Context: an optimization exercise on an open-source flow, tuned for small area, a short achievable clock period and few clock cycles per item. The choices shown serve that exercise and are no tape-out recipe. Function was checked by simulation only, so behaviour that the tests miss may differ from the original. Power and IR drop assume default switching activity.

## iir_cascade_sched
module iir_cascade_sched
#(
    parameter int Nsec   = 4,
    parameter int Ndint  = 3,
    parameter int Ndfrac = 22,
    parameter int Ncint  = 4,
    parameter int Ncfrac = 14
) (
    input  logic                       clk,
    input  logic                       reset,
    input  logic                       dv_in,
    input  logic [Ndint+Ndfrac-1:0]    d_in,
    output logic                       dv_out,
    output logic [Ndint+Ndfrac-1:0]    d_out,
    output logic                       busy,
    input  logic                       flush,
    input  logic                       coef_we,
    input  logic [$clog2(Nsec)+2:0]    coef_addr,
    input  logic [Ncint+Ncfrac-1:0]    coef_data,
    output logic                       ovr,
    output logic                       coef_err,
    input  logic                       err_clr
);
Settings: LEC_CHECK=0, CAP_MARGIN=20, CORE_MARGIN=2, CORE_UTILIZATION=40, CTS_BUF_LIST=sky130_fd_sc_hd__clkbuf_4 sky130_fd_sc_hd__clkbuf_8, SLEW_MARGIN=20, SYNTH_HIERARCHICAL=1; clock period 12.5 ns.
standard.sh (not shown) runs the stock make flow with config.mk's settings and CLKGATE_MAP_FILE= SYNTH_SCRIPT=/design/flow/synth_recipe.tcl, a recipe that flattens the netlist after the stock synthesis.
==> flow/flow/run.sh <==
#!/bin/bash
set -euo pipefail
cd "$(dirname "${BASH_SOURCE[0]}")/.."
bash standard.sh SETUP_SLACK_MARGIN=6 finish > standard_flow.log 2>&1
Testbench counts at the start, summed over its fixed seeds: cycles 12,048, items 2,400.
Edit:
==> flow/flow/run.sh (replaced) <==
#!/bin/bash
set -euo pipefail
cd "$(dirname "${BASH_SOURCE[0]}")/.."
bash standard.sh SETUP_SLACK_MARGIN=7 finish > standard_flow.log 2>&1
--- a/flow/config.mk
+++ b/flow/config.mk
@@ -10,4 +10,7 @@
 export CORE_UTILIZATION = 40
-export CTS_BUF_LIST = sky130_fd_sc_hd__clkbuf_4 sky130_fd_sc_hd__clkbuf_8
+export CTS_BUF_LIST = sky130_fd_sc_hd__clkbuf_16
+export CTS_CLUSTER_DIAMETER = 120
+export CTS_CLUSTER_SIZE = 20
 export SLEW_MARGIN = 20
 export SYNTH_HIERARCHICAL = 1
+export TNS_END_PERCENT = 30.0
=>
- The changed run passed the timing, design-rule and antenna checks
- first-iteration DRC count goes up by a few percent
- area after synthesis does not change
- critical path depth goes down by 2
- routed wire length goes up slightly
- hold slack gains 0.0090 ns
- setup slack gains 0.45 ns
- final cell count goes up slightly
- die area stays the same
Edit:
==> flow/flow/run.sh (replaced) <==
#!/bin/bash
set -euo pipefail
cd "$(dirname "${BASH_SOURCE[0]}")/.."
bash standard.sh SETUP_SLACK_MARGIN=6 finish > standard_flow.log 2>&1
--- a/flow/config.mk
+++ b/flow/config.mk
@@ -12,5 +12,4 @@
 export CTS_CLUSTER_DIAMETER = 120
-export CTS_CLUSTER_SIZE = 20
+export CTS_CLUSTER_SIZE = 24
 export SLEW_MARGIN = 20
 export SYNTH_HIERARCHICAL = 1
-export TNS_END_PERCENT = 30.0
Effect: Area after synthesis is unchanged; via count came out lower by about 4%; flip-flop and latch count stays the same; non-clock buffer count came out lower by 352; critical path depth came out higher by 3; sequential power is about the same; power came out lower by 18%; cell count came out lower by about 3.6%; routed wire length came out lower by about 1.6%; setup slack got worse by 0.44 ns; combinational power came out lower by 22%.
Edit:
==> flow/flow/run.sh (replaced) <==
#!/bin/bash
set -euo pipefail
cd "$(dirname "${BASH_SOURCE[0]}")/.."
bash standard.sh SETUP_SLACK_MARGIN=7 finish > standard_flow.log 2>&1
--- a/flow/config.mk
+++ b/flow/config.mk
@@ -12,3 +12,3 @@
 export CTS_CLUSTER_DIAMETER = 120
-export CTS_CLUSTER_SIZE = 24
+export CTS_CLUSTER_SIZE = 20
 export SLEW_MARGIN = 20
=> Global-route usage is higher by 0.72 points; power is higher by 33%; design area is higher by 11%; clock power is higher by about 7%; setup slack gets better by 0.36 ns; utilization is higher by 4.9 points; via count is higher by 5.8%.
Edit:
==> flow/flow/run.sh (replaced) <==
#!/bin/bash
set -euo pipefail
cd "$(dirname "${BASH_SOURCE[0]}")/.."
bash standard.sh SETUP_SLACK_MARGIN=6.5 finish > standard_flow.log 2>&1
--- a/flow/config.mk
+++ b/flow/config.mk
@@ -15 +15,2 @@
 export SYNTH_HIERARCHICAL = 1
+export TNS_END_PERCENT = 50.0
Routed wire length fell by 1.8%. Total power shrinks by 17%. Die area does not change. Worst setup slack is worse by 0.10 ns. Sequential power shrinks by about 1%. Synthesized cell count stays the same. Design area decreases by 6.9%. Sequential share of layout area went up by 2.0 points. Via count is lower by 3.0%.
Edit:
--- a/flow/config.mk
+++ b/flow/config.mk
@@ -9,3 +9,3 @@
 export CORE_MARGIN = 2
-export CORE_UTILIZATION = 40
+export CORE_UTILIZATION = 46
 export CTS_BUF_LIST = sky130_fd_sc_hd__clkbuf_16
@@ -15,2 +15 @@
 export SYNTH_HIERARCHICAL = 1
-export TNS_END_PERCENT = 50.0
The changed run finished clean.
Worst hold slack is better by 0.030 ns.
Via count stays flat.
Final cell count drops by a few percent.
Die area drops by roughly a tenth.
Wire length drops by a few percent.


the previous run:
Starting RTL as in the previous note.
// iir_cascade_sched
module iir_cascade_sched
#(
    parameter int Nsec   = 4,
    parameter int Ndint  = 3,
    parameter int Ndfrac = 22,
    parameter int Ncint  = 4,
    parameter int Ncfrac = 14
) (
    input  logic                       clk,
    input  logic                       reset,
    input  logic                       dv_in,
    input  logic [Ndint+Ndfrac-1:0]    d_in,
    output logic                       dv_out,
    output logic [Ndint+Ndfrac-1:0]    d_out,
    output logic                       busy,
    input  logic                       flush,
    input  logic                       coef_we,
    input  logic [$clog2(Nsec)+2:0]    coef_addr,
    input  logic [Ncint+Ncfrac-1:0]    coef_data,
    output logic                       ovr,
    output logic                       coef_err,
    input  logic                       err_clr
);
Settings: LEC_CHECK=0, CAP_MARGIN=20, CORE_MARGIN=2, CORE_UTILIZATION=40, CTS_BUF_LIST=sky130_fd_sc_hd__clkbuf_16, CTS_CLUSTER_DIAMETER=120, CTS_CLUSTER_SIZE=24, SLEW_MARGIN=20, SYNTH_HIERARCHICAL=1; clock period 12.5 ns.
==> flow/flow/run.sh <==
#!/bin/bash
set -euo pipefail
cd "$(dirname "${BASH_SOURCE[0]}")/.."
bash standard.sh SETUP_SLACK_MARGIN=6.5 finish > standard_flow.log 2>&1
Testbench counts of the previous run, summed over its fixed seeds: cycles 12,048, items 2,400.
diff inputs: the previous run => the current run
--- a/flow/config.mk
+++ b/flow/config.mk
@@ -8,8 +8,8 @@
 export CAP_MARGIN = 20
 export CORE_MARGIN = 2
-export CORE_UTILIZATION = 40
+export CORE_UTILIZATION = 33
 export CTS_BUF_LIST = sky130_fd_sc_hd__clkbuf_16
 export CTS_CLUSTER_DIAMETER = 120
-export CTS_CLUSTER_SIZE = 24
+export CTS_CLUSTER_SIZE = 20
 export SLEW_MARGIN = 20
 export SYNTH_HIERARCHICAL = 1
### Flow results
- Met2 global-route usage | the current run below the previous run
- Core util | the current run vs the previous run | the current run lower
- The net switching power of the current run was inferior to that of the previous run.
- The total power of the current run exceeds that of the previous run by about 1.4%.
- [compare] base=the previous run new=the current run: total detailed-routing wirelength lower; final weighted congestion in routability-driven placement moved down.

==> port drivers added, routing unchanged <==
How much do the figures lean on ideal ports? The routed layouts below were timed once more, with nothing changed but the port constraints.
Step 1: set_driving_cell puts a clkbuf_16 on clk and a buf_2 on each other input, an assumption about the parent block.
Step 2 moves the port delays by t, midway between the first and last clock arrival at a register: inputs arrive t later, outputs are due t later. That takes back most of the time a late clock gives input paths.
a / b / c = ideal ports / drivers / drivers and shift; a / b = the first two.
| run | t (ns) | slack for setup (ns) | clock arrival spread, ns | slew at the worst register clock pin (ns) | worst data-port slew with drivers (ns) |
|---|---|---|---|---|---|
| the first run of note 1 | 1.032 | 6.196 / 6.196 / 6.196 | 0.089 / 0.089 | 0.08 / 0.08 | 0.09 |
| the second run of note 1 | 0.814 | 6.643 / 6.643 / 6.643 | 0.085 / 0.086 | 0.10 / 0.10 | 0.13 |
| the third run of note 1 | 0.809 | 6.202 / 6.202 / 6.202 | 0.067 / 0.068 | 0.11 / 0.11 | 0.10 |
| the fourth run of note 1 | 0.819 | 6.561 / 6.561 / 6.561 | 0.056 / 0.055 | 0.10 / 0.10 | 0.08 |
| the fifth run of note 1 | 0.789 | 6.459 / 6.459 / 6.459 | 0.070 / 0.070 | 0.11 / 0.11 | 0.08 |
| the sixth run of note 1 | 0.782 | 6.337 / 6.337 / 6.337 | 0.054 / 0.055 | 0.10 / 0.10 | 0.14 |
| the previous run | 0.814 | 6.483 / 6.483 / 6.483 | 0.070 / 0.069 | 0.12 / 0.12 | 0.09 |
| the current run | 0.835 | 6.358 / 6.358 / 6.358 | 0.071 / 0.071 | 0.11 / 0.11 | 0.16 |
After both steps every run listed still meets setup and hold.
